Background: an optimization exercise with open tools, aiming at small area, a short achievable clock period and few clock cycles. Do not read the settings as production practice. Only simulation tests tie the RTL to the original design; equivalence was not proved.

File: flow/design.v
`timescale 1ns / 1ps
package sspc_pkg;
    localparam int PULSE_BITS      = 12;
    localparam int ANGLE_FRAC_BITS = 4;
    localparam int PULSE_W   = PULSE_BITS;
    localparam int DEG_W     = 10;
    localparam int ANGLE_W   = 14;
    localparam int DIR_W     = 2;
    localparam int REQ_W     = 3;
    localparam int CFG_IDX_W = 3;
    localparam int CFG_DAT_W = 12;
    localparam int SCL_W   = (ANGLE_W > DEG_W + ANGLE_FRAC_BITS) ? ANGLE_W
                                                                  : DEG_W + ANGLE_FRAC_BITS;
    localparam int X_W     = SCL_W + 1;
    localparam int DEN_W   = DEG_W + 1 + ANGLE_FRAC_BITS;
    localparam int PDIFF_W = PULSE_W + 1;
    localparam int OP_A_W  = (X_W > PULSE_W + 1) ? X_W : PULSE_W + 1;
    localparam int OP_B_W  = (PDIFF_W > DEN_W) ? PDIFF_W : DEN_W;
    localparam int OP_W    = (OP_A_W > OP_B_W) ? OP_A_W : OP_B_W;
    localparam int PROD_W  = 2 * OP_W;
    localparam int NUM_W   = PROD_W + 1;
    localparam int DIV_W   = NUM_W - 1;
    localparam int REM_W   = DEN_W + 1;
    localparam int CNT_W   = $clog2(DIV_W + 1);
    localparam logic signed [DEG_W-1:0] DEG_LOW_RST   = 10'sd0;
    localparam logic signed [DEG_W-1:0] DEG_HIGH_RST  = 10'sd180;
    localparam logic signed [DEG_W-1:0] HOME_DEG_RST  = 10'sd90;
    localparam logic [PULSE_W-1:0]      PLS_LOW_RST   = PULSE_W'(150);
    localparam logic [PULSE_W-1:0]      PLS_HIGH_RST  = PULSE_W'(600);
    localparam logic [PULSE_W-1:0]      STEP_RST      = PULSE_W'(5);
    localparam logic [PULSE_W-1:0]      PULSE_RST     = PULSE_W'(375);
    typedef enum logic [REQ_W-1:0] {
        REQ_TICK   = 3'd0,
        REQ_ABS    = 3'd1,
        REQ_REL    = 3'd2,
        REQ_ROTATE = 3'd3,
        REQ_STOP   = 3'd4,
        REQ_HOME   = 3'd5
    } t_req;
    typedef enum logic [CFG_IDX_W-1:0] {
        CFG_DEG_LOW  = 3'd0,
        CFG_DEG_HIGH = 3'd1,
        CFG_PLS_LOW  = 3'd2,
        CFG_PLS_HIGH = 3'd3,
        CFG_STEP     = 3'd4,
        CFG_HOME_DEG = 3'd5
    } t_cfg_idx;
    typedef enum logic [2:0] {
        ST_IDLE,
        ST_MUL_NUM,
        ST_MUL_OFS,
        ST_PREP,
        ST_DIV,
        ST_POST,
        ST_OUT
    } t_state;
endpackage
`timescale 1ns / 1ps
import sspc_pkg::*;
module servo_slew_position_controller
(
    input  logic                        i_clk,
    input  logic                        i_rst_n,
    input  logic                        i_in_valid,
    output logic                        o_in_stall,
    input  logic [sspc_pkg::REQ_W-1:0] i_req_type,
    input  logic signed [sspc_pkg::ANGLE_W-1:0] i_angle,
    input  logic signed [sspc_pkg::DIR_W-1:0] i_direction,
    output logic                        o_out_valid,
    input  logic                        i_out_stall,
    output logic [sspc_pkg::PULSE_W-1:0] o_pulse_width,
    output logic [sspc_pkg::PULSE_W-1:0] o_target_width,
    output logic                        o_pwm_write,
    input  logic                        i_cfg_valid,
    output logic                        o_cfg_ready,
    input  logic [sspc_pkg::CFG_IDX_W-1:0] i_cfg_index,
    input  logic [sspc_pkg::CFG_DAT_W-1:0] i_cfg_data
);
    localparam logic [2:0] OP_NOP  = 3'd0;
    localparam logic [2:0] OP_TICK = 3'd1;
    localparam logic [2:0] OP_MAP  = 3'd2;    
    localparam logic [2:0] OP_REL  = 3'd3;    
    localparam logic [2:0] OP_CUR  = 3'd4;    
    localparam logic [2:0] OP_PL   = 3'd5;    
    localparam logic [2:0] OP_PH   = 3'd6;    
    logic signed [9:0]  r_deg_low, r_deg_high, r_home;
    logic [11:0]        r_pls_low, r_pls_high, r_step;
    always_ff @(posedge i_clk) begin
        if (!i_rst_n) begin
            r_deg_low  <= DEG_LOW_RST;
            r_deg_high <= DEG_HIGH_RST;
            r_pls_low  <= PLS_LOW_RST;
            r_pls_high <= PLS_HIGH_RST;
            r_step     <= STEP_RST;
            r_home     <= HOME_DEG_RST;
        end else if (i_cfg_valid) begin
            case (i_cfg_index)
                3'd0: r_deg_low  <= $signed(i_cfg_data[9:0]);
                3'd1: r_deg_high <= $signed(i_cfg_data[9:0]);
                3'd2: r_pls_low  <= i_cfg_data;
                3'd3: r_pls_high <= i_cfg_data;
                3'd4: r_step     <= i_cfg_data;
                3'd5: r_home     <= $signed(i_cfg_data[9:0]);
                default: ;
            endcase
        end
    end
    logic signed [10:0] dd_c;
    logic signed [12:0] pd_c;
    logic        c_dz, c_dneg, c_pneg;
    logic [9:0]  c_den;
    logic [11:0] c_pmag;
    logic [13:0] c_pmag3;    
    assign dd_c = 11'(r_deg_high) - 11'(r_deg_low);
    assign pd_c = $signed({1'b0, r_pls_high}) - $signed({1'b0, r_pls_low});
    always_ff @(posedge i_clk) begin
        c_dz   <= (dd_c == 11'sd0);
        c_dneg <= dd_c[10];
        c_den  <= dd_c[10] ? 10'(-dd_c) : dd_c[9:0];
        c_pneg <= pd_c[12];
        c_pmag <= pd_c[12] ? 12'(-pd_c) : pd_c[11:0];
    end
    always_ff @(posedge i_clk) begin
        c_pmag3 <= 14'(pd_c[12] ? 12'(-pd_c) : pd_c[11:0]) * 14'd3;
    end
    logic [11:0] r_cur, r_tgt;
    logic        r_wr, r_ov;
    logic        en;
    assign en = !(r_ov && i_out_stall);
    assign o_cfg_ready    = 1'b1;
    assign o_in_stall     = !en;
    assign o_out_valid    = r_ov;
    assign o_pulse_width  = r_cur;
    assign o_target_width = r_tgt;
    assign o_pwm_write    = r_wr;
    logic [2:0] c0_op_1;
    always_comb begin
        case (i_req_type)
            3'd0: c0_op_1 = OP_TICK;
            3'd1, 3'd5: c0_op_1 = OP_MAP;
            3'd2: c0_op_1 = OP_REL;
            3'd3: c0_op_1 = i_direction[1] ? OP_PL : (i_direction != 2'sd0) ? OP_PH : OP_CUR;
            3'd4: c0_op_1 = OP_CUR;
            default: c0_op_1 = OP_NOP;
        endcase
    end
    logic signed [14:0] c0_ae_2;
    assign c0_ae_2 = (i_req_type == 3'd5) ? (15'(r_home) <<< 4) : 15'(i_angle);
    logic signed [14:0] c0_sb_3;
    assign c0_sb_3 = (i_req_type == 3'd2) ? 15'sd0 : (15'(r_deg_low) <<< 4);
    logic signed [14:0] c0_x_4;
    assign c0_x_4 = c0_ae_2 - c0_sb_3;
    logic [13:0] c0_a_5;
    assign c0_a_5 = c0_x_4[14] ? 14'(-c0_x_4) : c0_x_4[13:0];
    logic c0_sx_6;
    assign c0_sx_6 = c0_x_4[14];
    logic [13:0] p1_a;
    logic [2:0] p1_op;
    logic p1_sx;
    logic p1_v;
    always_ff @(posedge i_clk) begin
        if (!i_rst_n) begin
            p1_v <= 1'b0;
        end else if (en) begin
            p1_v <= i_in_valid;
        end
    end
    always_ff @(posedge i_clk) begin
        if (en) begin
            p1_a <= c0_a_5;
            p1_op <= c0_op_1;
            p1_sx <= c0_sx_6;
        end
    end
    logic [19:0] c1_plo_7;
    assign c1_plo_7 = 20'(p1_a) * 20'(c_pmag[5:0]);
    logic [19:0] c1_phi_8;
    assign c1_phi_8 = 20'(p1_a) * 20'(c_pmag[11:6]);
    logic [2:0] p2_op;
    logic [19:0] p2_phi;
    logic [19:0] p2_plo;
    logic p2_sx;
    logic p2_v;
    always_ff @(posedge i_clk) begin
        if (!i_rst_n) begin
            p2_v <= 1'b0;
        end else if (en) begin
            p2_v <= p1_v;
        end
    end
    always_ff @(posedge i_clk) begin
        if (en) begin
            p2_op <= p1_op;
            p2_phi <= c1_phi_8;
            p2_plo <= c1_plo_7;
            p2_sx <= p1_sx;
        end
    end
    logic [25:0] c2_psum_9;
    assign c2_psum_9 = {p2_phi, 6'd0} + 26'(p2_plo);
    logic [21:0] c2_m_10;
    assign c2_m_10 = c2_psum_9[25:4];
    logic c2_ovf_11;
    assign c2_ovf_11 = (c2_m_10[21:12] >= c_den);
    logic [9:0] c2_rem_12;
    assign c2_rem_12 = c2_m_10[21:12];
    logic [11:0] c2_ml_13;
    assign c2_ml_13 = c2_m_10[11:0];
    logic [10:0] c2_t11_14;
    assign c2_t11_14 = {c2_rem_12, c2_ml_13[11]};
    logic [11:0] c2_r11_15;
    assign c2_r11_15 = {1'b0, c2_t11_14} - {2'b0, c_den};
    logic c2_ge11_16;
    assign c2_ge11_16 = !c2_r11_15[11];
    logic c2_q_17;
    assign c2_q_17 = c2_ge11_16;
    logic [9:0] c2_rem_18;
    assign c2_rem_18 = c2_ge11_16 ? c2_r11_15[9:0] : c2_t11_14[9:0];
    logic [10:0] c2_ml_19;
    assign c2_ml_19 = c2_ml_13[10:0];
    logic [10:0] p3_ml;
    logic [2:0] p3_op;
    logic p3_ovf;
    logic p3_q;
    logic [9:0] p3_rem;
    logic p3_sx;
    logic p3_v;
    always_ff @(posedge i_clk) begin
        if (!i_rst_n) begin
            p3_v <= 1'b0;
        end else if (en) begin
            p3_v <= p2_v;
        end
    end
    always_ff @(posedge i_clk) begin
        if (en) begin
            p3_ml <= c2_ml_19;
            p3_op <= p2_op;
            p3_ovf <= c2_ovf_11;
            p3_q <= c2_q_17;
            p3_rem <= c2_rem_18;
            p3_sx <= p2_sx;
        end
    end
    logic [10:0] c3_t10_20;
    assign c3_t10_20 = {p3_rem, p3_ml[10]};
    logic [11:0] c3_r10_21;
    assign c3_r10_21 = {1'b0, c3_t10_20} - {2'b0, c_den};
    logic c3_ge10_22;
    assign c3_ge10_22 = !c3_r10_21[11];
    logic [1:0] c3_q_23;
    assign c3_q_23 = {p3_q, c3_ge10_22};
    logic [9:0] c3_rem_24;
    assign c3_rem_24 = c3_ge10_22 ? c3_r10_21[9:0] : c3_t10_20[9:0];
    logic [9:0] c3_ml_25;
    assign c3_ml_25 = p3_ml[9:0];
    logic [10:0] c3_t9_26;
    assign c3_t9_26 = {c3_rem_24, c3_ml_25[9]};
    logic [11:0] c3_r9_27;
    assign c3_r9_27 = {1'b0, c3_t9_26} - {2'b0, c_den};
    logic c3_ge9_28;
    assign c3_ge9_28 = !c3_r9_27[11];
    logic [2:0] c3_q_29;
    assign c3_q_29 = {c3_q_23, c3_ge9_28};
    logic [9:0] c3_rem_30;
    assign c3_rem_30 = c3_ge9_28 ? c3_r9_27[9:0] : c3_t9_26[9:0];
    logic [8:0] c3_ml_31;
    assign c3_ml_31 = c3_ml_25[8:0];
    logic [8:0] p4_ml;
    logic [2:0] p4_op;
    logic p4_ovf;
    logic [2:0] p4_q;
    logic [9:0] p4_rem;
    logic p4_sx;
    logic p4_v;
    always_ff @(posedge i_clk) begin
        if (!i_rst_n) begin
            p4_v <= 1'b0;
        end else if (en) begin
            p4_v <= p3_v;
        end
    end
    always_ff @(posedge i_clk) begin
        if (en) begin
            p4_ml <= c3_ml_31;
            p4_op <= p3_op;
            p4_ovf <= p3_ovf;
            p4_q <= c3_q_29;
            p4_rem <= c3_rem_30;
            p4_sx <= p3_sx;
        end
    end
    logic [10:0] c4_t8_32;
    assign c4_t8_32 = {p4_rem, p4_ml[8]};
    logic [11:0] c4_r8_33;
    assign c4_r8_33 = {1'b0, c4_t8_32} - {2'b0, c_den};
    logic c4_ge8_34;
    assign c4_ge8_34 = !c4_r8_33[11];
    logic [3:0] c4_q_35;
    assign c4_q_35 = {p4_q, c4_ge8_34};
    logic [9:0] c4_rem_36;
    assign c4_rem_36 = c4_ge8_34 ? c4_r8_33[9:0] : c4_t8_32[9:0];
    logic [7:0] c4_ml_37;
    assign c4_ml_37 = p4_ml[7:0];
    logic [10:0] c4_t7_38;
    assign c4_t7_38 = {c4_rem_36, c4_ml_37[7]};
    logic [11:0] c4_r7_39;
    assign c4_r7_39 = {1'b0, c4_t7_38} - {2'b0, c_den};
    logic c4_ge7_40;
    assign c4_ge7_40 = !c4_r7_39[11];
    logic [4:0] c4_q_41;
    assign c4_q_41 = {c4_q_35, c4_ge7_40};
    logic [9:0] c4_rem_42;
    assign c4_rem_42 = c4_ge7_40 ? c4_r7_39[9:0] : c4_t7_38[9:0];
    logic [6:0] c4_ml_43;
    assign c4_ml_43 = c4_ml_37[6:0];
    logic [6:0] p5_ml;
    logic [2:0] p5_op;
    logic p5_ovf;
    logic [4:0] p5_q;
    logic [9:0] p5_rem;
    logic p5_sx;
    logic p5_v;
    always_ff @(posedge i_clk) begin
        if (!i_rst_n) begin
            p5_v <= 1'b0;
        end else if (en) begin
            p5_v <= p4_v;
        end
    end
    always_ff @(posedge i_clk) begin
        if (en) begin
            p5_ml <= c4_ml_43;
            p5_op <= p4_op;
            p5_ovf <= p4_ovf;
            p5_q <= c4_q_41;
            p5_rem <= c4_rem_42;
            p5_sx <= p4_sx;
        end
    end
    logic [10:0] c5_t6_44;
    assign c5_t6_44 = {p5_rem, p5_ml[6]};
    logic [11:0] c5_r6_45;
    assign c5_r6_45 = {1'b0, c5_t6_44} - {2'b0, c_den};
    logic c5_ge6_46;
    assign c5_ge6_46 = !c5_r6_45[11];
    logic [5:0] c5_q_47;
    assign c5_q_47 = {p5_q, c5_ge6_46};
    logic [9:0] c5_rem_48;
    assign c5_rem_48 = c5_ge6_46 ? c5_r6_45[9:0] : c5_t6_44[9:0];
    logic [5:0] c5_ml_49;
    assign c5_ml_49 = p5_ml[5:0];
    logic [10:0] c5_t5_50;
    assign c5_t5_50 = {c5_rem_48, c5_ml_49[5]};
    logic [11:0] c5_r5_51;
    assign c5_r5_51 = {1'b0, c5_t5_50} - {2'b0, c_den};
    logic c5_ge5_52;
    assign c5_ge5_52 = !c5_r5_51[11];
    logic [6:0] c5_q_53;
    assign c5_q_53 = {c5_q_47, c5_ge5_52};
    logic [9:0] c5_rem_54;
    assign c5_rem_54 = c5_ge5_52 ? c5_r5_51[9:0] : c5_t5_50[9:0];
    logic [4:0] c5_ml_55;
    assign c5_ml_55 = c5_ml_49[4:0];
    logic [4:0] p6_ml;
    logic [2:0] p6_op;
    logic p6_ovf;
    logic [6:0] p6_q;
    logic [9:0] p6_rem;
    logic p6_sx;
    logic p6_v;
    always_ff @(posedge i_clk) begin
        if (!i_rst_n) begin
            p6_v <= 1'b0;
        end else if (en) begin
            p6_v <= p5_v;
        end
    end
    always_ff @(posedge i_clk) begin
        if (en) begin
            p6_ml <= c5_ml_55;
            p6_op <= p5_op;
            p6_ovf <= p5_ovf;
            p6_q <= c5_q_53;
            p6_rem <= c5_rem_54;
            p6_sx <= p5_sx;
        end
    end
    logic [10:0] c6_t4_56;
    assign c6_t4_56 = {p6_rem, p6_ml[4]};
    logic [11:0] c6_r4_57;
    assign c6_r4_57 = {1'b0, c6_t4_56} - {2'b0, c_den};
    logic c6_ge4_58;
    assign c6_ge4_58 = !c6_r4_57[11];
    logic [7:0] c6_q_59;
    assign c6_q_59 = {p6_q, c6_ge4_58};
    logic [9:0] c6_rem_60;
    assign c6_rem_60 = c6_ge4_58 ? c6_r4_57[9:0] : c6_t4_56[9:0];
    logic [3:0] c6_ml_61;
    assign c6_ml_61 = p6_ml[3:0];
    logic [10:0] c6_t3_62;
    assign c6_t3_62 = {c6_rem_60, c6_ml_61[3]};
    logic [11:0] c6_r3_63;
    assign c6_r3_63 = {1'b0, c6_t3_62} - {2'b0, c_den};
    logic c6_ge3_64;
    assign c6_ge3_64 = !c6_r3_63[11];
    logic [8:0] c6_q_65;
    assign c6_q_65 = {c6_q_59, c6_ge3_64};
    logic [9:0] c6_rem_66;
    assign c6_rem_66 = c6_ge3_64 ? c6_r3_63[9:0] : c6_t3_62[9:0];
    logic [2:0] c6_ml_67;
    assign c6_ml_67 = c6_ml_61[2:0];
    logic [2:0] p7_ml;
    logic [2:0] p7_op;
    logic p7_ovf;
    logic [8:0] p7_q;
    logic [9:0] p7_rem;
    logic p7_sx;
    logic p7_v;
    always_ff @(posedge i_clk) begin
        if (!i_rst_n) begin
            p7_v <= 1'b0;
        end else if (en) begin
            p7_v <= p6_v;
        end
    end
    always_ff @(posedge i_clk) begin
        if (en) begin
            p7_ml <= c6_ml_67;
            p7_op <= p6_op;
            p7_ovf <= p6_ovf;
            p7_q <= c6_q_65;
            p7_rem <= c6_rem_66;
            p7_sx <= p6_sx;
        end
    end
    logic [10:0] c7_t2_68;
    assign c7_t2_68 = {p7_rem, p7_ml[2]};
    logic [11:0] c7_r2_69;
    assign c7_r2_69 = {1'b0, c7_t2_68} - {2'b0, c_den};
    logic c7_ge2_70;
    assign c7_ge2_70 = !c7_r2_69[11];
    logic [9:0] c7_q_71;
    assign c7_q_71 = {p7_q, c7_ge2_70};
    logic [9:0] c7_rem_72;
    assign c7_rem_72 = c7_ge2_70 ? c7_r2_69[9:0] : c7_t2_68[9:0];
    logic [1:0] c7_ml_73;
    assign c7_ml_73 = p7_ml[1:0];
    logic [10:0] c7_t1_74;
    assign c7_t1_74 = {c7_rem_72, c7_ml_73[1]};
    logic [11:0] c7_r1_75;
    assign c7_r1_75 = {1'b0, c7_t1_74} - {2'b0, c_den};
    logic c7_ge1_76;
    assign c7_ge1_76 = !c7_r1_75[11];
    logic [10:0] c7_q_77;
    assign c7_q_77 = {c7_q_71, c7_ge1_76};
    logic [9:0] c7_rem_78;
    assign c7_rem_78 = c7_ge1_76 ? c7_r1_75[9:0] : c7_t1_74[9:0];
    logic c7_ml_79;
    assign c7_ml_79 = c7_ml_73[0];
    logic p8_ml;
    logic [2:0] p8_op;
    logic p8_ovf;
    logic [10:0] p8_q;
    logic [9:0] p8_rem;
    logic p8_sx;
    logic p8_v;
    always_ff @(posedge i_clk) begin
        if (!i_rst_n) begin
            p8_v <= 1'b0;
        end else if (en) begin
            p8_v <= p7_v;
        end
    end
    always_ff @(posedge i_clk) begin
        if (en) begin
            p8_ml <= c7_ml_79;
            p8_op <= p7_op;
            p8_ovf <= p7_ovf;
            p8_q <= c7_q_77;
            p8_rem <= c7_rem_78;
            p8_sx <= p7_sx;
        end
    end
    logic [10:0] c8_t0_80;
    assign c8_t0_80 = {p8_rem, p8_ml};
    logic [11:0] c8_r0_81;
    assign c8_r0_81 = {1'b0, c8_t0_80} - {2'b0, c_den};
    logic c8_ge0_82;
    assign c8_ge0_82 = !c8_r0_81[11];
    logic [11:0] c8_q_83;
    assign c8_q_83 = {p8_q, c8_ge0_82};
    logic        i_v, i_sx, i_ovf;
    logic [2:0]  i_op;
    logic [11:0] i_q;
    assign i_v   = p8_v;
    assign i_op  = p8_op;
    assign i_sx  = p8_sx;
    assign i_ovf = p8_ovf;
    assign i_q   = c8_q_83;
    logic        qneg;
    assign qneg = i_sx ^ c_dneg ^ c_pneg;
    logic [12:0]        cp;
    logic signed [12:0] cm;
    logic [11:0]        tick_cur;
    logic signed [13:0] over_hi, under_lo;
    assign cp = {1'b0, r_cur} + {1'b0, r_step};
    assign cm = $signed({1'b0, r_cur}) - $signed({1'b0, r_step});
    assign over_hi  = $signed({2'b0, r_tgt}) - $signed({2'b0, r_cur}) - $signed({2'b0, r_step});
    assign under_lo = $signed({2'b0, r_tgt}) - $signed({2'b0, r_cur}) + $signed({2'b0, r_step});
    assign tick_cur = (over_hi > 14'sd0) ? cp[11:0] : under_lo[13] ? cm[11:0] : r_tgt;
    logic        is_rel, sub;
    logic [11:0] base;
    logic [12:0] sum;
    logic [11:0] map_t, rel_t;
    assign is_rel = (i_op == OP_REL);
    assign sub    = is_rel && qneg;
    assign base   = is_rel ? r_tgt : r_pls_low;
    assign sum    = {1'b0, base} + ({1'b0, i_q} ^ {13{sub}}) + {12'd0, sub};
    assign map_t  = qneg ? (c_pneg ? r_pls_high : r_pls_low)
                  : (i_ovf || c_pneg || (i_q > c_pmag)) ? r_pls_high : sum[11:0];
    assign rel_t  = (i_ovf || sum[12]) ? (qneg ? 12'd0 : 12'hfff) : sum[11:0];
    always_ff @(posedge i_clk) begin
        if (!i_rst_n) begin
            r_ov  <= 1'b0;
            r_wr  <= 1'b0;
            r_cur <= PULSE_RST;
            r_tgt <= PULSE_RST;
        end else if (en) begin
            r_ov <= i_v;
            if (i_v) begin
                r_wr <= (i_op == OP_TICK);
                case (i_op)
                    OP_TICK: r_cur <= tick_cur;
                    OP_MAP:  if (!c_dz) r_tgt <= map_t;
                    OP_REL:  if (!c_dz) r_tgt <= rel_t;
                    OP_CUR:  r_tgt <= r_cur;
                    OP_PL:   r_tgt <= r_pls_low;
                    OP_PH:   r_tgt <= r_pls_high;
                    default: ;
                endcase
            end
        end
    end
endmodule
File: flow/flow/run.sh
#!/bin/bash
set -euo pipefail
MARGIN=${MARGIN:-5.6}
sed "s/SETUP_SLACK_MARGIN=5/SETUP_SLACK_MARGIN=${MARGIN}/" standard.sh > standard_margin.sh
grep -q "SETUP_SLACK_MARGIN=${MARGIN}" standard_margin.sh
bash standard_margin.sh > flow.log 2>&1
File: flow/standard.sh
#!/bin/bash
# synth_recipe.tcl (not shown) runs the flow's synth.tcl, then flattens the netlist and writes it again
# the make line also repeats each setting of config.mk as NAME=value (left out here)
make -C /OpenROAD-flow-scripts/flow DESIGN_CONFIG=/design/flow/config.mk WORK_HOME=/design/flow/orfs CLKGATE_MAP_FILE= SYNTH_SCRIPT=/design/flow/synth_recipe.tcl "${@:-finish}"
File: flow/config.mk
export PLATFORM = sky130hd
export DESIGN_NAME = servo_slew_position_controller
export DESIGN_NICKNAME = servo_slew_position_controller
export VERILOG_FILES = /design/flow/design.v
export SDC_FILE = /design/flow/constraint.sdc
export NUM_CORES = 4
export LEC_CHECK = 0
export CAP_MARGIN = 20
export CORE_MARGIN = 2
export CORE_UTILIZATION = 40
export SETUP_SLACK_MARGIN = 5
export SLEW_MARGIN = 20
File: flow/constraint.sdc
create_clock -name core_clock -period 11.0 [get_ports {i_clk}]
set_input_delay 2.2000 -clock core_clock [delete_from_list [all_inputs] [get_ports {i_clk}]]
set_output_delay 2.2000 -clock core_clock [all_outputs]
set_load 0.01 [all_outputs]
==> impl_metrics.csv, run 1 <==
group,metric,value,unit
synth,ys.flop_type,"edfxtp_1",
route,drtIter0Drc,1422,
critical_path,path_cells,"buf_4 > nand2_8 > clkinv_8 > clkdlybuf4s50_1",
cts,holdBufCountCts,0,
synth,synth_top_area_share,23.3,%
placed_design,numPortBuffers,65,
die,fp.dieArea,72900,sq um
timing,drv_slew,0,
route,top_layer_used,"met5",
cts,clock_sinks,345,
route,remaining_drc_errors,0,
synth,synth_edf_count,220,
grt,grt_max_degree,175,
route,wl_met1,33500,um
die,io-pin-count,67,
final_layout,finalCoreUtilization,46.1,%
run_status,status,"no timing/DRC/antenna violations",
die,die_h,270,um
critical_path,critPathMaxStageDelay,0.53,ns
route,routed_wl,71300,um
cts,cts.clk_slew.worst_paths,0.06,ns
synth,synth_area_leader_cell,"edfxtp_1",
placed_design,pre_cts_ws,4.43,ns
synth,synth_warnings,1,
final_layout,multi_input_area,18100,sq um
cts,cts_htree_levels,2,
cts,cts_tree,"built",
critical_path,critPathArrivalTime,3.09,ns
synth,ys_ff_latch,345,
timing,setup_violations,0,
die,die-width,270,um
critical_path,critPathMaxFanout,10,
timing,max_freq,189,MHz
placed_design,gp_congestion,0.915,
critical_path,worstPathRequired,8.80,ns
worst_hold_path,hp-class,"flip-flop to flip-flop",
critical_path,crit_path_end_kind,"output pin",
placed_design,dpl.hpwl,52300,um
timing,rsz0062_at_grt,"true",
timing,fin_setup_tns,0,ns
final_layout,nets,3600,
grt,grt_pass1_wl,113000,um
die,rows,97,
final_layout,fillers,6711,
die,coreArea,70000,sq um
cts,numCtsBuffers,41,
critical_path,crit_buf_inv,3,
critical_path,cp_top_family,"buffers and inverters",
critical_path,critPathSlowestCell,"clkdlybuf4s50_1",
route,firstDrtPassIters,5,
cts,clock_latency,0.58,ns
final_layout,drive_gt1_share,10.2,%
timing,slew_headroom,27.4,%
final_layout,diodes,0,
grt,antenna_found_initial,2,
die,initial_core_util,40.4,%
grt,first_global_vias,20800,
route,vias,21600,
synth,synth_area_per_cell,9.38,sq um
synth,async_flop_share,0,%
route,wl_per_cell,17.4,um
timing,finClkSkew,0.0321,ns
synth,synth_most_common_cell,"nand2_1",
cts,clock_path_buffers,3,
critical_path,worstSetupStartpointType,"input pin",
synth,yosysSeqAreaShare,32.2,%
cts,clockRootBuffer,"clkbuf_16",
timing,fin_crit_sh,48.1,%
route,drt-vias-per-instance,5.27,
route,wl_met2,32900,um
grt,grt_use_total,19.2,%
route,met3RoutedLength,3120,um
timing,tightest_slew,1.08,ns
synth,synthTopCellsByArea,"edfxtp_1 23%, ha_1 14%, dfxtp_1 8.8%",
timing,hold_viol,0,
critical_path,crit_type,"input pin to output pin",
final_layout,ff_latch_area,9120,sq um
grt,grt_overflow,0,
run,cap_viol_max_count,0,
timing,setup_ws,5.71,ns
route,antenna_left,0,
synth,syn_inst,3017,
synth,yosysUniqueCellTypes,92,
synth,yosys-top-cells-count,"417 x nand2_1, 317 x ha_1, 301 x inv_1",
final_layout,area_growth_syn_to_layout,13.9,%
synth,netlist_area,28300,sq um
synth,synth_fp_nets,3491,
timing,fin_crit,5.29,ns
==> cell families after synthesis <==
group	Yosys count	synth area share [%]
flops	345	32.2
simple gates	876	14.2
xor+xnor	198	6.15
mux	116	4.50
fa+ha+maj	435	22.4
buf+inv	378	5.07
compound gates	668	15.5
other cells	1	0.0132
==> final timing paths <==
kind	depth (start not counted)	startpoint	to	slack, ns
min	0	p5_ml[0]$_DFFE_PN_	p6_ml[0]$_DFFE_PN_	0.39
max reg2reg	24	c_den[1]$_DFF_P_	p4_rem[9]$_DFFE_PN_	5.77
max	4	i_out_stall	o_in_stall	5.71
min reg2reg	0	p5_ml[0]$_DFFE_PN_	p6_ml[0]$_DFFE_PN_	0.39
==> cell type report <==
cell class              instances  area share, %
flip-flops and latches        345           28.3
repair inverters                1         0.0155
multi-input cells            2296           56.1
clock inverters                25          0.923
well taps                     940           3.65
clock buffers                  50           3.35
inverters                     302           3.59
repair buffers                139           4.07
==> worst register-to-register path, delay by kind of cell (launching register included) <==
kind            cells  cell delay (ns)
simple gates        4             0.67
compound gates     10             1.75
flops               1             0.39
fa+ha+maj           2             0.56
mux                 2             0.67
buf+inv             6             1.00
==> per-layer routing <==
layer / up-vias / track usage [%]
met4: 4 / 5.58
met3: 120 / 2.51
met5: - / 0
li1: 10700 / -
met1: 10300 / 27.0
met2: 438 / 31.0
==> through the flow <==
stage	cells	hold slack (ns)	area, sq um
final	4098	0.390	32300
after global routing	4098	0.393	32300
after CTS	4063	0.386	31700
after detailed placement	3964	0.405	30000
after global placement	3964	0.400	30000
after floorplan	3017	0.400	28400
==> sequential cells by signal, summed over array words and instances (netlist names), 11 cells and up <==
signal / flops
p8_q: 11
p3_ml: 11
p2_phi: 20
c_pmag: 12
p1_a: 14
r_pls_high: 12
r_pls_low: 12
r_cur: 12
r_tgt: 12
r_step: 12
p2_plo: 16
==> cell usage in the layout (no fill, tap or decap), types with 25 or more instances in the layout <==
cell	count
nand2_1	411
nand3_1	54
mux2_2	83
fa_1	118
o21ai_0	124
nor2b_1	45
inv_1	297
nor3_1	45
mux2i_1	26
dfxtp_1	117
o21a_1	25
a21o_1	47
ha_1	317
o21bai_1	38
clkdlybuf4s50_1	60
edfxtp_1	220
buf_4	64
xor2_1	66
a21oi_1	159
clkbuf_16	43
a21boi_0	65
xnor2_1	130
and2_1	72
nor2_1	139
==> what timing repair did <==
action	in CTS	in global routing
setup buffers	21	34
resized for setup	21	70
gates cloned	3	1
hold endpoints to repair	0	0
endpoints found under the setup margin	92	103
pin swaps	6	11
Testbench counts, summed over its fixed seeds: cycles 7,632.
==> run 2: changes to the inputs <==
--- a/flow/flow/run.sh
+++ b/flow/flow/run.sh
@@ -2,3 +2,3 @@
 set -euo pipefail
-MARGIN=${MARGIN:-5.6}
+MARGIN=${MARGIN:-5.9}
 sed "s/SETUP_SLACK_MARGIN=5/SETUP_SLACK_MARGIN=${MARGIN}/" standard.sh > standard_margin.sh
--- a/flow/config.mk
+++ b/flow/config.mk
@@ -7,2 +7,3 @@
 export LEC_CHECK = 0
+export ABC_AREA = 1
 export CAP_MARGIN = 20
==> run 2 against run 1 <==
Against the previous run:
- still clean on timing, DRC and antenna
- die area grew 1.5%
- design area fell by 1.1%
- wire length increased by 2.5%
- area after synthesis is 1.5% higher
- critical path depth did not move
- clock skew fell by 0.019 ns
- via count grew 6.9%
- final cell count increased by 11%
- critical endpoint unchanged
==> impl_metrics.csv, run 2 <==
group,metric,value,unit
timing,drv_slew,0,
placed_design,gp_congestion,0.912,
die,fp.dieArea,74000,sq um
timing,rsz0062_at_grt,"false",
synth,synth_area_leader_cell,"edfxtp_1",
synth,synth_fp_nets,4003,
timing,fin_setup_tns,0,ns
final_layout,finalCoreUtilization,44.7,%
grt,met2_usage,33.0,%
critical_path,crit_buf_inv,3,
critical_path,path_cells,"buf_8 > nand2_8 > inv_8 > dlygate4sd2_1",
final_layout,regMostFlops,"p2_phi",
cts,cts_tree,"built",
grt,grt_pass1_wl,116000,um
worst_hold_path,hp-class,"flip-flop to flip-flop",
final_layout,reg_top3,"p2_phi (20), p2_plo (16), p1_a (14)",
route,wl_per_cell,16.0,um
synth,synth_top_area_share,23.0,%
grt,grt_busiest_layer,"met2",
cts,clockRootBuffer,"clkbuf_16",
cts,clock_path_buffers,3,
critical_path,worstSetupStartpointType,"input pin",
grt,antenna_found_initial,0,
synth,ys_ff_latch,345,
critical_path,critPathSlowestCell,"dlygate4sd2_1",
final_layout,largest_reg_flops,20,
final_layout,diodes,0,
final_layout,nets,4049,
synth,netlist_area,28700,sq um
die,coreArea,71400,sq um
grt,grt_use_total,19.6,%
critical_path,cp_top_family,"buffers and inverters",
synth,yosysUniqueCellTypes,57,
critical_path,crit_type,"input pin to output pin",
placed_design,numPortBuffers,65,
cts,numCtsBuffers,41,
synth,yosysSeqAreaShare,31.7,%
synth,async_flop_share,0,%
run,cap_viol_max_count,0,
placed_design,dpl.hpwl,55100,um
synth,synth_area_per_cell,8.14,sq um
timing,setup_violations,0,
synth,synth_most_common_cell,"nand2_1",
grt,first_global_vias,21900,
critical_path,crit_path_end_kind,"output pin",
cts,clock_latency,0.57,ns
final_layout,final_common_cell,"nand2_1",
synth,synth_edf_count,220,
cts,cts_htree_levels,2,
cts,clock_sinks,345,
die,rows,98,
grt,grt_max_degree,76,
final_layout,area_growth_syn_to_layout,11.1,%
final_layout,layout_common_cells,"730 x nand2_1, 526 x inv_1, 334 x a21oi_1",
grt,grtUsageMet1,26.7,%
synth,syn_inst,3529,
synth,yosys-top-cells-count,"732 x nand2_1, 529 x inv_1, 334 x a21oi_1",
cts,holdBufCountCts,0,
synth,synthTopCellsByArea,"edfxtp_1 23%, ha_1 14%, nand2_1 9.6%",
synth,ys.flop_type,"edfxtp_1",
timing,fin_crit,5.01,ns
timing,tightest_slew,0.881,ns
timing,fin_crit_sh,45.5,%
run_status,status,"no timing/DRC/antenna violations",
route,firstDrtPassIters,5,
route,antenna_left,0,
final_layout,fillers,7102,
grt,grt_use_met3,2.66,%
route,drtIter0Drc,1468,
die,die_h,272,um
critical_path,critPathArrivalTime,2.81,ns
final_layout,drive_gt1_share,4.74,%
timing,fin_hold_ws,0.409,ns
grt,grt_overflow,0,
synth,synth_warnings,1,
critical_path,critPathMaxFanout,11,
timing,hold_viol,0,
route,vias,23100,
critical_path,worstPathRequired,8.80,ns
critical_path,critPathMaxStageDelay,0.27,ns
die,initial_core_util,40.3,%
timing,finClkSkew,0.0130,ns
route,remaining_drc_errors,0,
timing,slew_headroom,41.3,%
timing,max_freq,200,MHz
route,drt-vias-per-instance,5.07,
cts,cts.clk_slew.worst_paths,0.06,ns
route,routed_wl,73000,um
die,die-width,272,um
die,io-pin-count,67,
## run 2: worst paths after layout
| path | from | endpoint | slack [ns] | cells after the start |
|---|---|---|---|---|
| hold / removal | p7_op[0]$_DFFE_PN_ | p8_op[0]$_DFFE_PN_ | 0.41 | 0 |
| setup reg to reg | c_pmag[10]$_DFF_P_ | p2_phi[16]$_DFFE_PN_ | 6.15 | 15 |
| hold reg to reg | p7_op[0]$_DFFE_PN_ | p8_op[0]$_DFFE_PN_ | 0.41 | 0 |
| setup / recovery | i_out_stall | o_in_stall | 5.99 | 4 |
## run 2: through the flow
stage                     setup slack, ns  std cells  area [sq um]
final                                5.99       4557         31900
after global routing                 5.87       4557         31900
after CTS                            5.98       4547         31700
after detailed placement             4.53       4468         30300
after global placement               4.57       4468         30300
after floorplan                      5.46       3529         28800
## run 2: final cells by class
class / count / area, sq um / area share (%)
multi-input combinational: 2555 / 17300 / 54.1
sequential: 345 / 9120 / 28.6
clock buffer: 52 / 1180 / 3.70
timing repair buffer: 88 / 866 / 2.71
inverter: 544 / 2060 / 6.46
clock inverter: 23 / 228 / 0.713
tap: 950 / 1190 / 3.72
## run 2: worst reg2reg max path, delay by kind of cell (launching register included)
family | cells | cell delay, ns
AO/OA/AOI/OAI | 7 | 1.51
XOR/XNOR | 1 | 0.17
adder cells (fa/ha/maj) | 4 | 1.81
buffers and inverters | 1 | 0.04
flip-flops | 1 | 0.78
AND/OR/NAND/NOR | 2 | 0.28
## run 2: what timing repair did
item | 4_1_cts | 5_1_grt
cloned | 3 | 0
setup buffers | 1 | 10
endpoints found under the setup margin | 14 | 58
gates resized for setup | 16 | 23
hold endpoints to repair | 0 | 0
pin swaps | 1 | 2
## run 2: metal layers
metal,wire (um),part of all wire [%],vias up
met5,0,0,-
met4,1400,1.9,0
met3,3290,4.5,89
met2,34400,47,447
met1,33900,46,10800
li1,-,-,11800
## run 2: cell families (layout without fill, tap and decap cells)
logic type,after synthesis,after routing,share of synthesized area [%]
AND/OR/NAND/NOR,1214,1217,17.5
multiplexers,6,6,0.218
buffers and inverters,632,707,8.58
adder cells (fa/ha/maj),435,435,22.0
other,1,1,0.0131
XOR/XNOR,230,230,7.01
flip-flops,345,345,31.7
AO/OA/AOI/OAI,666,666,12.9
==> run 3: changes to the inputs <==
--- a/flow/config.mk
+++ b/flow/config.mk
@@ -7,3 +7,2 @@
 export LEC_CHECK = 0
-export ABC_AREA = 1
 export CAP_MARGIN = 20
==> run 3 against run 2 <==
Against the previous run:
- global-route usage down 0.27 points
- final cell count down 9.7%
- sequential share of layout area down 0.66 points
- first-iteration DRC count down 15%
- register-to-register slack worse by 0.05 ns
- wire length down 1.3%
- fmax up 0.30%
- die area down 1.5%
==> impl_metrics.csv, run 3 <==
group,metric,value,unit
route,antenna_left,0,
critical_path,critPathArrivalTime,2.79,ns
route,wl_per_cell,17.5,um
synth,synth_most_common_cell,"nand2_1",
final_layout,layout_common_cells,"410 x nand2_1, 314 x ha_1, 295 x inv_1",
synth,yosysUniqueCellTypes,92,
route,firstDrtPassIters,5,
cts,holdBufCountCts,0,
timing,slew_headroom,26.7,%
placed_design,dp_cells,3962,
final_layout,largest_reg_flops,20,
route,remaining_drc_errors,0,
synth,synth_fp_nets,3491,
timing,hold_viol,0,
timing,rsz0062_at_grt,"true",
grt,grt_max_degree,180,
synth,async_flop_share,0,%
cts,cts_tree,"built",
final_layout,nets,3618,
grt,grtUsageMet1,26.9,%
die,coreArea,70000,sq um
critical_path,crit_path_end_kind,"output pin",
die,rows,97,
grt,met2_usage,31.7,%
final_layout,regMostFlops,"p2_phi",
placed_design,gp_congestion,0.902,
synth,syn_inst,3017,
synth,synth_top_area_share,23.3,%
route,routed_wl,72100,um
route,drtIter0Drc,1247,
critical_path,worstPathRequired,8.80,ns
timing,drv_slew,0,
placed_design,numPortBuffers,65,
cts,clock_sinks,345,
critical_path,worstSetupStartpointType,"input pin",
synth,synth_edf_count,220,
grt,grt_overflow,0,
grt,antenna_found_initial,0,
cts,clock_path_buffers,3,
synth,synth_area_per_cell,9.38,sq um
grt,first_global_vias,20900,
cts,clockRootBuffer,"clkbuf_16",
cts,clock_latency,0.58,ns
run,cap_viol_max_count,0,
grt,grt_use_met3,2.57,%
cts,cts_htree_levels,2,
synth,yosysSeqAreaShare,32.2,%
final_layout,instances_no_fill,4115,
timing,fin_setup_tns,0,ns
die,io-pin-count,67,
timing,finClkSkew,0.0341,ns
grt,grt_busiest_layer,"met2",
grt,grt_use_total,19.3,%
final_layout,reg_top3,"p2_phi (20), p2_plo (16), p1_a (14)",
synth,ys_ff_latch,345,
timing,setup_violations,0,
route,drt-vias-per-instance,5.28,
grt,grt_pass1_wl,114000,um
critical_path,critPathMaxStageDelay,0.27,ns
run_status,status,"no timing/DRC/antenna violations",
timing,tightest_slew,1.10,ns
die,initial_core_util,40.4,%
die,fp.dieArea,72900,sq um
critical_path,path_cells,"buf_6 > nand2_8 > clkinv_8 > dlygate4sd2_1",
synth,synthTopCellsByArea,"edfxtp_1 23%, ha_1 14%, dfxtp_1 8.8%",
final_layout,diodes,0,
timing,max_freq,200,MHz
critical_path,crit_type,"input pin to output pin",
synth,yosys-top-cells-count,"417 x nand2_1, 317 x ha_1, 301 x inv_1",
die,die_h,270,um
cts,numCtsBuffers,41,
timing,fin_crit,4.99,ns
final_layout,final_common_cell,"nand2_1",
synth,ys.flop_type,"edfxtp_1",
synth,synth_warnings,1,
critical_path,critPathSlowestCell,"dlygate4sd2_1",
die,die-width,270,um
synth,netlist_area,28300,sq um
placed_design,dpl.hpwl,52200,um
synth,synth_area_leader_cell,"edfxtp_1",
cts,cts.clk_slew.worst_paths,0.06,ns
timing,fin_crit_sh,45.4,%
final_layout,area_growth_syn_to_layout,15.5,%
worst_hold_path,hp-class,"flip-flop to flip-flop",
route,vias,21700,
final_layout,drive_gt1_share,12.0,%
critical_path,critPathMaxFanout,10,
[run 3: cell types whose count changed after synthesis, moves of 25 or more]
cell,before,now
nand2_1,732,417
nand3_1,182,54
mux2i_1,4,29
nor2b_1,0,45
inv_1,529,301
xor2_1,154,66
and2_1,2,74
nor2_1,205,140
o21ai_0,179,134
mux2_2,2,84
a21oi_1,334,164
xnor2_1,76,131
a21o_1,10,47
a21boi_0,5,70
[run 3: cell families after synthesis]
kind of cell               after synthesis  share of synthesized area, %
and+or+nand+nor                        876                          14.2
DFF                                    345                          32.2
other                                    1                        0.0132
buffers and inverters                  378                          5.07
AOI/OAI and AO/OA                      668                          15.5
adders and majority gates              435                          22.4
muxes                                  116                          4.50
xor gates and xnor gates               198                          6.15
[run 3: layout make-up]
type	instances	area [sq um]
fillers	6576	37300
multi-input cells	2296	18400
flip-flops and latches	345	9130
repair buffers	157	1410
well taps	940	1180
inverters	302	1160
clock buffers	50	1140
clock inverters	24	293
repair inverters	1	5.00
[run 3: timing repair]
item,4_1_cts,5_1_grt
setup buffers,41,35
gates cloned,3,0
pin swaps,16,30
gates resized for setup,46,80
setup endpoints to repair,106,105
[run 3: worst max-delay path: cells and delay by family]
kind / cells / cell delay (ns)
buf+inv: 3 / 0.51
simple gates: 1 / 0.08
[run 3: path summary, 6_finish.rpt]
path | slack [ns] | startpoint | cells after the start | end
min | 0.40 | p4_ml[4]$_DFFE_PN_ | 0 | p5_ml[4]$_DFFE_PN_
min reg2reg | 0.40 | p4_ml[4]$_DFFE_PN_ | 0 | p5_ml[4]$_DFFE_PN_
max reg2reg | 6.10 | p1_a[5]$_DFFE_PN_ | 16 | p2_phi[18]$_DFFE_PN_
max | 6.01 | i_out_stall | 4 | o_in_stall
[run 3: metrics by stage]
step	utilization, %	instance area, sq um	setup slack, ns	hold WS (ns)
3_3_place_gp	43.1	30200	4.47	0.401
5_1_grt	46.7	32700	5.83	0.404
2_1_floorplan	-	28600	5.76	0.400
3_5_place_dp	43.1	30200	4.43	0.405
4_1_cts	45.9	32100	5.90	0.399
6_report	46.7	32700	6.01	0.400
[run 3: layer usage]
layer | vias to the layer above | share of wire (%)
li1 | 10800 | -
met1 | 10400 | 47
met2 | 439 | 47
met3 | 102 | 4.5
met4 | 0 | 2.1
met5 | - | 0
==> run 4: changes to the inputs <==
--- a/flow/flow/run.sh
+++ b/flow/flow/run.sh
@@ -2,3 +2,3 @@
 set -euo pipefail
-MARGIN=${MARGIN:-5.9}
+MARGIN=${MARGIN:-6.2}
 sed "s/SETUP_SLACK_MARGIN=5/SETUP_SLACK_MARGIN=${MARGIN}/" standard.sh > standard_margin.sh
==> run 4 against run 3 <==
Against the previous run:
- fmax is 3.6% higher
- global-route usage increased by 0.28 points
- area after synthesis is the same
- design area grew 4.0%
- core utilization up 1.9 points
- critical path depth increased by 19
- final cell count is 1.7% higher
- register-to-register slack improved by 0.08 ns
- critical path type is now flip-flop to flip-flop
- critical endpoint is now p7_rem[4]$_DFFE_PN_
==> impl_metrics.csv, run 4 <==
group,metric,value,unit
run_status,status,"no timing/DRC/antenna violations",
die,rows,97,
route,antenna_left,0,
synth,synth_area_leader_cell,"edfxtp_1",
route,firstDrtPassIters,6,
route,drt-vias-per-instance,5.25,
cts,cts_htree_levels,2,
cts,clock_path_buffers,3,
final_layout,diodes,0,
timing,slew_headroom,35.6,%
die,io-pin-count,67,
placed_design,gp_congestion,0.906,
timing,fin_setup_tns,0,ns
critical_path,crit_path_end_kind,"flip-flop",
cts,cts.clk_slew.worst_paths,0.06,ns
critical_path,critPathMaxFanout,5,
placed_design,pre_cts_ws,4.47,ns
cts,cts_tree,"built",
synth,synth_area_per_cell,9.38,sq um
grt,grt_max_degree,174,
critical_path,worstSetupStartpointType,"flip-flop",
route,remaining_drc_errors,0,
placed_design,dpl.hpwl,52000,um
grt,grt_use_total,19.6,%
route,wl_per_cell,17.5,um
route,vias,22000,
timing,max_freq,207,MHz
synth,yosysUniqueCellTypes,92,
cts,clock_sinks,345,
final_layout,reg_top3,"p2_phi (20), p2_plo (16), p1_a (14)",
final_layout,final_common_cell,"nand2_1",
timing,rsz0062_at_grt,"true",
timing,hold_viol,0,
die,die_h,270,um
critical_path,cp_common_cell,"o21ai_2",
timing,finClkSkew,0.0259,ns
final_layout,largest_reg_flops,20,
final_layout,regMostFlops,"p2_phi",
critical_path,critPathArrivalTime,5.15,ns
final_layout,drive_gt1_share,16.6,%
cts,clockRootBuffer,"clkbuf_16",
timing,tightest_slew,0.966,ns
worst_hold_path,hp-class,"flip-flop to flip-flop",
die,die-width,270,um
grt,grt_overflow,0,
route,drtIter0Drc,1407,
timing,setup_violations,0,
critical_path,critPathMaxStageDelay,0.38,ns
critical_path,path_cells,"clkinvlp_4 > buf_6 > ha_4 > nor2b_4 > o21ai_2 > a21boi_2 > o21ai_2 > a2111oi_4 > o21a_1 > o21ai_4 > nand2_4 > mux2i_4 > ha_4 > a21oi_2 > o21ai_2 > a21oi_2 > o21bai_1 > a31o_2 > a211oi_2 > nor2_2 > a211oi_4 > clkbuf_16 > mux2_4",
grt,antenna_found_initial,0,
synth,async_flop_share,0,%
cts,clock_latency,0.58,ns
synth,syn_inst,3017,
timing,fin_crit,4.82,ns
cts,numCtsBuffers,42,
grt,first_global_vias,21200,
critical_path,critPathSlowestCell,"a2111oi_4",
critical_path,crit_type,"flip-flop to flip-flop",
synth,ys.flop_type,"edfxtp_1",
synth,netlist_area,28300,sq um
timing,fin_crit_sh,43.8,%
final_layout,layout_common_cells,"406 x nand2_1, 295 x inv_1, 291 x ha_1",
timing,drv_slew,0,
synth,synth_most_common_cell,"nand2_1",
synth,synth_edf_count,220,
grt,grt_pass1_wl,115000,um
critical_path,worstPathRequired,11.32,ns
synth,yosysSeqAreaShare,32.2,%
run,cap_viol_max_count,0,
synth,ys_ff_latch,345,
final_layout,nets,3684,
synth,synth_fp_nets,3491,
die,initial_core_util,40.4,%
final_layout,area_growth_syn_to_layout,20.1,%
synth,synth_top_area_share,23.3,%
placed_design,numPortBuffers,65,
die,coreArea,70000,sq um
die,fp.dieArea,72900,sq um
route,routed_wl,73300,um
synth,synthTopCellsByArea,"edfxtp_1 23%, ha_1 14%, dfxtp_1 8.8%",
synth,synth_warnings,1,
synth,yosys-top-cells-count,"417 x nand2_1, 317 x ha_1, 301 x inv_1",
timing,setup_ws,6.18,ns
[run 4: cell count changes in the layout (fill, tap and decap cells not counted), sizes merged]
cell,change
clkdlybuf4s50,-1
clkbuf,+3
a41o,+1
nand3b,+1
nand2,+1
buf,+64
clkinvlp,-3
inv,+2
bufbuf,+2
clkinv,-2
[run 4: worst max-delay path, delay by kind of cell, from the launching register on]
kind	cells	cell delay (ns)
adder cells (fa/ha/maj)	2	0.48
AND/OR/NAND/NOR	3	0.33
buffers and inverters	3	0.50
flip-flops	1	0.34
multiplexers	2	0.57
AO/OA/AOI/OAI	13	2.36
[run 4: worst paths after layout]
kind	start	to	slack, ns	cells after the start
setup / recovery	c_den[1]$_DFF_P_	p7_rem[4]$_DFFE_PN_	6.18	23
hold / removal	p7_op[0]$_DFFE_PN_	p8_op[0]$_DFFE_PN_	0.40	0
setup reg to reg	c_den[1]$_DFF_P_	p7_rem[4]$_DFFE_PN_	6.18	23
hold reg to reg	p7_op[0]$_DFFE_PN_	p8_op[0]$_DFFE_PN_	0.40	0
[run 4: stage by stage]
stage | std cells | instance area [sq um] | util (%) | hold WS, ns
2_1_floorplan | 3017 | 28800 | - | 0.400
3_3_place_gp | 3970 | 30400 | 43.4 | 0.400
3_5_place_dp | 3970 | 30400 | 43.4 | 0.405
4_1_cts | 4112 | 32800 | 46.9 | 0.403
5_1_grt | 4183 | 34000 | 48.6 | 0.412
6_report | 4183 | 34000 | 48.6 | 0.404
[run 4: repair_timing]
| action | in CTS | in global routing |
|---|---|---|
| pin swaps | 50 | 120 |
| endpoints found under the setup margin | 112 | 110 |
| setup buffers | 58 | 67 |
| hold buffers | 0 | 0 |
| cloned | 7 | 3 |
| gates resized for setup | 129 | 135 |
[run 4: final cells by class]
cell class / count / area [sq um]
Inverter: 302 / 1150
Clock inverter: 22 / 269
Sequential cell: 345 / 9140
Multi-Input combinational cell: 2299 / 19100
Tap cell: 940 / 1180
Clock buffer: 55 / 1150
Timing Repair Buffer: 220 / 2000
Fill cell: 6511 / 36000
[run 4: logic make-up (layout without fill, tap and decap cells)]
family | Yosys count | count (layout) | synth area share [%]
xor+xnor | 198 | 198 | 6.15
fa+ha+maj | 435 | 435 | 22.4
buf+inv | 378 | 599 | 5.07
other cells | 1 | 1 | 0.0132
simple gates | 876 | 880 | 14.2
mux | 116 | 116 | 4.50
flops | 345 | 345 | 32.2
compound gates | 668 | 669 | 15.5
[run 4: routing by layer]
metal / up-vias / share of wire (%) / global-route usage [%]
met5: - / 0 / 0
met3: 120 / 4.3 / 2.60
met1: 10500 / 46 / 26.8
met4: 0 / 2.8 / 6.04
met2: 433 / 47 / 32.2
li1: 10900 / - / -
==> run 5: changes to the inputs <==
--- a/flow/flow/run.sh
+++ b/flow/flow/run.sh
@@ -2,3 +2,3 @@
 set -euo pipefail
-MARGIN=${MARGIN:-6.2}
+MARGIN=${MARGIN:-5.6}
 sed "s/SETUP_SLACK_MARGIN=5/SETUP_SLACK_MARGIN=${MARGIN}/" standard.sh > standard_margin.sh
--- a/flow/config.mk
+++ b/flow/config.mk
@@ -7,2 +7,3 @@
 export LEC_CHECK = 0
+export ABC_AREA = 1
 export CAP_MARGIN = 20
==> run 5 against run 4 <==
Against the previous run:
- still clean
- global-route usage about the same
- final cell count increased by 8.7%
- worst hold slack improved by 0.0077 ns
- critical path depth decreased by 19
- sequential cell count unchanged
- die area increased by 1.5%
==> impl_metrics.csv, run 5 <==
group,metric,value,unit
final_layout,regMostFlops,"p2_phi",
run_status,status,"no timing/DRC/antenna violations",
grt,grt_overflow,0,
timing,fin_setup_tns,0,ns
cts,cts_htree_levels,2,
final_layout,largest_reg_flops,20,
placed_design,dp_cells,4468,
die,initial_core_util,40.3,%
critical_path,reg2reg_to,"p4_rem[7]$_DFFE_PN_",
synth,ys_ff_latch,345,
final_layout,nets,4040,
worst_hold_path,min_to,"p8_op[0]$_DFFE_PN_",
timing,setup_ws,5.69,ns
timing,finClkSkew,0.0120,ns
final_layout,drive_gt1_share,4.06,%
cts,clock_path_buffers,3,
cts,clockRootBuffer,"clkbuf_16",
timing,drv_slew,0,
route,wl_per_cell,16.0,um
die,die-width,272,um
critical_path,worstSetupStartpointType,"input pin",
synth,synthTopCellsByArea,"edfxtp_1 23%, ha_1 14%, nand2_1 9.6%",
synth,netlist_area,28700,sq um
timing,fin_crit_sh,48.3,%
run,cap_viol_max_count,0,
grt,grt_max_degree,76,
route,firstDrtPassIters,5,
synth,synth_area_leader_cell,"edfxtp_1",
synth,synth_most_common_cell,"nand2_1",
final_layout,instances_no_fill,4548,
critical_path,r2r_cells,25,
grt,first_global_vias,21900,
synth,async_flop_share,0,%
cts,clock_sinks,345,
synth,synth_warnings,1,
synth,syn_inst,3529,
final_layout,layout_common_cells,"730 x nand2_1, 527 x inv_1, 334 x a21oi_1",
grt,grt_pass1_wl,116000,um
die,rows,98,
synth,synth_top_area_share,23.0,%
route,drt-vias-per-instance,5.07,
die,coreArea,71400,sq um
synth,synth_edf_count,220,
timing,tightest_slew,1.00,ns
placed_design,numPortBuffers,65,
synth,ys.flop_type,"edfxtp_1",
final_layout,final_common_cell,"nand2_1",
worst_hold_path,hp-class,"flip-flop to flip-flop",
timing,rsz0062_at_grt,"true",
route,drtIter0Drc,1491,
final_layout,diodes,0,
critical_path,worstPathRequired,8.80,ns
timing,setup_violations,0,
route,remaining_drc_errors,0,
timing,max_freq,188,MHz
synth,yosys-top-cells-count,"732 x nand2_1, 529 x inv_1, 334 x a21oi_1",
timing,hold_viol,0,
critical_path,critPathArrivalTime,3.11,ns
synth,yosysUniqueCellTypes,57,
route,vias,23000,
die,fp.dieArea,74000,sq um
grt,antenna_found_initial,0,
cts,cts.clk_slew.worst_paths,0.06,ns
placed_design,pre_cts_ws,4.53,ns
timing,slew_headroom,33.0,%
critical_path,reg2reg_setup_slack,6.12,ns
synth,yosysSeqAreaShare,31.7,%
critical_path,critPathMaxFanout,11,
route,routed_wl,72700,um
timing,fin_crit,5.31,ns
worst_hold_path,min_from,"p7_op[0]$_DFFE_PN_",
placed_design,dpl.hpwl,55100,um
worst_hold_path,hold_depth,0,
synth,synth_fp_nets,4003,
die,die_h,272,um
critical_path,crit_type,"input pin to output pin",
synth,synth_area_per_cell,8.14,sq um
route,antenna_left,0,
grt,grt_use_total,19.6,%
die,io-pin-count,67,
cts,holdBufCountCts,0,
final_layout,area_growth_syn_to_layout,10.5,%
critical_path,reg2reg_from,"c_den[3]$_DFF_P_",
placed_design,gp_congestion,0.912,
cts,cts_tree,"built",
critical_path,crit_path_end_kind,"output pin",
cts,clock_latency,0.57,ns
final_layout,reg_top3,"p2_phi (20), p2_plo (16), p1_a (14)",
cts,numCtsBuffers,41,
## run 5: cell types whose count changed after synthesis, sizes merged, moves of 61 or more
| cell | delta |
|---|---|
| o21ai | +61 |
| xor2 | +88 |
| mux2 | -85 |
| a21oi | +176 |
| nor2 | +64 |
| a21boi | -67 |
| nand2 | +328 |
| inv | +235 |
| and2 | -72 |
| nand3 | +132 |
## run 5: worst max path at each step
stage	startpoint	endpoint	slack [ns]	depth (start not counted)
after floorplan	i_out_stall	o_in_stall	5.46	3
after global placement	i_out_stall	o_in_stall	4.57	4
after detailed placement	i_out_stall	o_in_stall	4.53	4
after CTS	i_out_stall	o_in_stall	5.53	4
after global routing	c_den[3]$_DFF_P_	p8_rem[6]$_DFFE_PN_	5.58	25
final	i_out_stall	o_in_stall	5.69	4
## run 5: worst max-delay path: stages
cell and delay, ns:
buf_6 0.18, nand2_8 0.09, inv_8 0.11, clkdlybuf4s50_1 0.53
## run 5: layout make-up
type / instances / area [sq um]
Clock inverter: 23 / 228
Multi-Input combinational cell: 2555 / 17200
Clock buffer: 52 / 1180
Sequential cell: 345 / 9110
Inverter: 544 / 2050
Fill cell: 7122 / 39600
Tap cell: 950 / 1190
Timing Repair Buffer: 79 / 752
## run 5: cell families (layout without fill, tap and decap cells)
group           Yosys count  in the layout  share of synthesized area, %
compound gates          666            666                          12.9
xor+xnor                230            230                          7.01
fa+ha+maj               435            435                          22.0
buf+inv                 632            698                          8.58
flops                   345            345                          31.7
mux                       6              6                         0.218
other cells               1              1                        0.0131
simple gates           1214           1217                          17.5
## run 5: metal layers
layer	part of all wire, %	vias up	GRT usage [%]
met5	0	-	0
met4	2.0	0	4.55
met1	47	10800	26.6
li1	-	11700	-
met3	4.3	87	2.66
met2	47	419	33.0
## run 5: repair_timing
action,CTS,global route
endpoints found under the hold margin,0,0
pin swaps,1,0
gates resized for setup,9,7
setup endpoints to repair,8,16
gates cloned,3,0
setup buffers,0,2
## run 5: per-stage QoR
stage | util [%] | area [sq um] | hold WS [ns]
6_report | 44.5 | 31700 | 0.411
5_1_grt | 44.5 | 31700 | 0.424
4_1_cts | 44.4 | 31700 | 0.414
3_5_place_dp | 42.4 | 30300 | 0.405
3_3_place_gp | 42.4 | 30300 | 0.401
2_1_floorplan | - | 28800 | 0.400
==> run 6: changes to the inputs <==
--- a/flow/flow/run.sh
+++ b/flow/flow/run.sh
@@ -2,3 +2,3 @@
 set -euo pipefail
-MARGIN=${MARGIN:-5.6}
+MARGIN=${MARGIN:-6.8}
 sed "s/SETUP_SLACK_MARGIN=5/SETUP_SLACK_MARGIN=${MARGIN}/" standard.sh > standard_margin.sh
==> run 6 against run 5 <==
Against the previous run:
- die area did not move
- critical endpoint unchanged
- count of clock-buffer cells in the layout rose by 6
- register-to-register slack improved by 0.74 ns
- design area rose by 8.3%
- worst hold slack improved by 0.0042 ns
- sequential share of layout area fell by 2.0 points
- global-route usage rose by 0.58 points
- area after synthesis did not move
- final cell count rose by 3.2%
- non-clock buffer count rose by 140
==> impl_metrics.csv, run 6 <==
group,metric,value,unit
run_status,status,"no timing/DRC/antenna violations",
synth,synth_top_area_share,23.0,%
placed_design,numPortBuffers,65,
route,wl_per_cell,16.4,um
timing,fin_crit_sh,42.9,%
final_layout,nets,4185,
synth,synth_most_common_cell,"nand2_1",
final_layout,area_growth_syn_to_layout,19.6,%
route,top_layer_used,"met4",
synth,synth_warnings,1,
final_layout,post-route-cell-area,34400,sq um
synth,ys.flop_type,"edfxtp_1",
die,io-pin-count,67,
final_layout,final_common_cell,"nand2_1",
synth,synth_compound_area_share,12.9,%
critical_path,critPathMaxStageDelay,0.11,ns
cts,numCtsBuffers,42,
die,coreArea,71400,sq um
grt,grt_use_total,20.2,%
route,firstDrtPassIters,6,
critical_path,path_cells,"buf_16 > nand2_8 > inv_8 > buf_6",
final_layout,layout_common_cells,"705 x nand2_1, 513 x inv_1, 297 x a21oi_1",
die,fp.dieArea,74000,sq um
timing,max_freq,212,MHz
placed_design,detailed_place.area,30500,sq um
timing,hold_viol,0,
synth,ys_ff_latch,345,
timing,fin_crit,4.72,ns
critical_path,crit_type,"input pin to output pin",
synth,yosys-top-cells-count,"732 x nand2_1, 529 x inv_1, 334 x a21oi_1",
route,met3RoutedLength,3890,um
final_layout,largest_reg_flops,20,
final_layout,drive_gt1_share,13.0,%
timing,rsz0062_at_grt,"true",
route,routed_wl,77100,um
final_layout,diodes,0,
route,drtIter0Drc,1461,
die,die-width,272,um
cts,holdBufCountCts,0,
critical_path,critPathArrivalTime,2.52,ns
timing,drv_slew,0,
cts,cts_tree,"built",
final_layout,reg_top3,"p2_phi (20), p2_plo (16), p1_a (14)",
timing,setup_violations,0,
synth,synthTopCellsByArea,"edfxtp_1 23%, ha_1 14%, nand2_1 9.6%",
synth,synth_xor_xnor_area_share,7.01,%
route,wl_met1,35200,um
synth,synthSimpleGateAreaFrac,17.5,%
worst_hold_path,hold_depth,0,
timing,fin_setup_tns,0,ns
timing,finClkSkew,0.0303,ns
critical_path,critPathMaxFanout,2,
critical_path,worstPathRequired,8.80,ns
critical_path,worstSetupStartpointType,"input pin",
cts,clock_sinks,345,
synth,synth_area_leader_cell,"edfxtp_1",
final_layout,multi_input_area,18400,sq um
grt,grt_pass1_wl,120000,um
cts,clock_latency,0.59,ns
cts,clockRootBuffer,"clkbuf_16",
worst_hold_path,min_from,"p6_q[2]$_DFFE_PN_",
cts,cts.clk_slew.worst_paths,0.06,ns
grt,first_global_vias,22700,
synth,synth_top_family_by_area,"adder cells",
final_layout,regMostFlops,"p2_phi",
route,drt-vias-per-instance,5.09,
die,die_h,272,um
route,wl_met2,35800,um
route,vias,23900,
synth,syn_inst,3529,
final_layout,finalCoreUtilization,48.2,%
grt,antenna_found_initial,1,
placed_design,dpl.hpwl,54900,um
synth,yosysSeqAreaShare,31.7,%
critical_path,critPathSlowestCell,"buf_16",
route,antenna_left,0,
synth,synth_edf_count,220,
synth,async_flop_share,0,%
final_layout,ff_latch_area,9160,sq um
run,cap_viol_max_count,0,
die,rows,98,
route,remaining_drc_errors,0,
grt,grt_overflow,0,
final_layout,fillers,6898,
cts,clock_path_buffers,3,
synth,synth_fp_nets,4003,
die,initial_core_util,40.3,%
grt,grt_max_degree,76,
critical_path,crit_path_start,"i_out_stall",
critical_path,r2r_cells,19,
synth,netlist_area,28700,sq um
placed_design,gp_congestion,0.924,
cts,cts_htree_levels,2,
timing,slew_headroom,29.0,%
synth,synthAdderAreaFrac,22.0,%
critical_path,crit_path_end_kind,"output pin",
synth,synth.mux.area_fraction,0.218,%
synth,yosysUniqueCellTypes,57,
worst_hold_path,hp-class,"flip-flop to flip-flop",
timing,tightest_slew,1.06,ns
critical_path,reg2reg_from,"p1_a[5]$_DFFE_PN_",
synth,synth_area_per_cell,8.14,sq um
critical_path,reg2reg_setup_slack,6.86,ns
[run 6: timing repair]
item | CTS | global route
gates cloned | 3 | 7
pin swaps | 37 | 77
endpoints found under the setup margin | 185 | 112
buffers inserted | 88 | 52
gates resized for setup | 123 | 179
[run 6: cell families after synthesis]
| kind of cell | count (synthesis) |
|---|---|
| flip-flops | 345 |
| AO/OA/AOI/OAI | 666 |
| AND/OR/NAND/NOR | 1214 |
| multiplexers | 6 |
| other | 1 |
| XOR/XNOR | 230 |
| adder cells (fa/ha/maj) | 435 |
| buffers and inverters | 632 |
[run 6: layer usage]
layer / vias to the layer above / GRT usage [%]
met3: 119 / 2.87
met2: 516 / 33.0
met5: - / 0
met4: 0 / 5.58
li1: 12000 / -
met1: 11200 / 27.8
[run 6: final cells by class]
type,count,area share [%]
multi-input combinational,2559,53.7
clock inverter,20,0.750
tap,950,3.46
sequential,345,26.7
clock buffer,58,3.38
timing repair buffer,219,5.94
inverter,544,6.15
[run 6: metrics by stage]
step	cells	setup slack [ns]	hold slack, ns
3_5_place_dp	4467	4.56	0.405
3_3_place_gp	4467	4.57	0.402
5_1_grt	4695	6.27	0.421
4_1_cts	4636	6.28	0.416
2_1_floorplan	3529	5.46	0.400
6_report	4695	6.28	0.416
[run 6: path summary, 6_finish.rpt]
path / to
max reg2reg: p2_phi[19]$_DFFE_PN_
min reg2reg: p7_q[4]$_DFFE_PN_
max: o_in_stall
min: p7_q[4]$_DFFE_PN_
[run 6: worst max-delay path, delay by kind of cell]
kind / cells / cell delay (ns)
buffers and inverters: 3 / 0.25
AND/OR/NAND/NOR: 1 / 0.06

[separate check: timing with driven ports]
How much do the figures lean on ideal ports? The routed layouts below were timed once more, with nothing changed but the port constraints. Step 1: set_driving_cell puts a clkbuf_16 on i_clk and a buf_2 on each other input, an assumption about the parent block. Step 2 also shifts input and output timing later by t, the mid clock arrival at the registers, as if the neighbouring blocks saw the same clock. Slacks: no drivers / after step 1 / after step 2; pairs: no drivers / after step 1.
run | shift t [ns] | setup slack, ns | hold slack, ns | slew at the worst register clock pin (ns) | pins driven straight from the clock port
run 1 | 0.614 | 5.712 / 5.687 / 5.346 | 0.390 / 0.390 / 0.390 | 0.07 / 0.07 | 1
run 2 | 0.624 | 5.990 / 5.941 / 5.543 | 0.409 / 0.409 / 0.409 | 0.06 / 0.06 | 1
run 3 | 0.617 | 6.005 / 5.966 / 5.488 | 0.400 / 0.400 / 0.400 | 0.06 / 0.06 | 1
run 4 | 0.627 | 6.177 / 6.175 / 5.645 | 0.404 / 0.404 / 0.404 | 0.06 / 0.06 | 1
run 5 | 0.623 | 5.690 / 5.653 / 5.366 | 0.411 / 0.411 / 0.411 | 0.06 / 0.06 | 1
run 6 | 0.638 | 6.285 / 6.218 / 6.098 | 0.416 / 0.416 / 0.416 | 0.06 / 0.06 | 1
After both steps setup and hold are still met in every run listed. For run 4, which loses most, drivers alone change the setup slack by -0.002 ns; drivers and shift together by -0.532 ns.
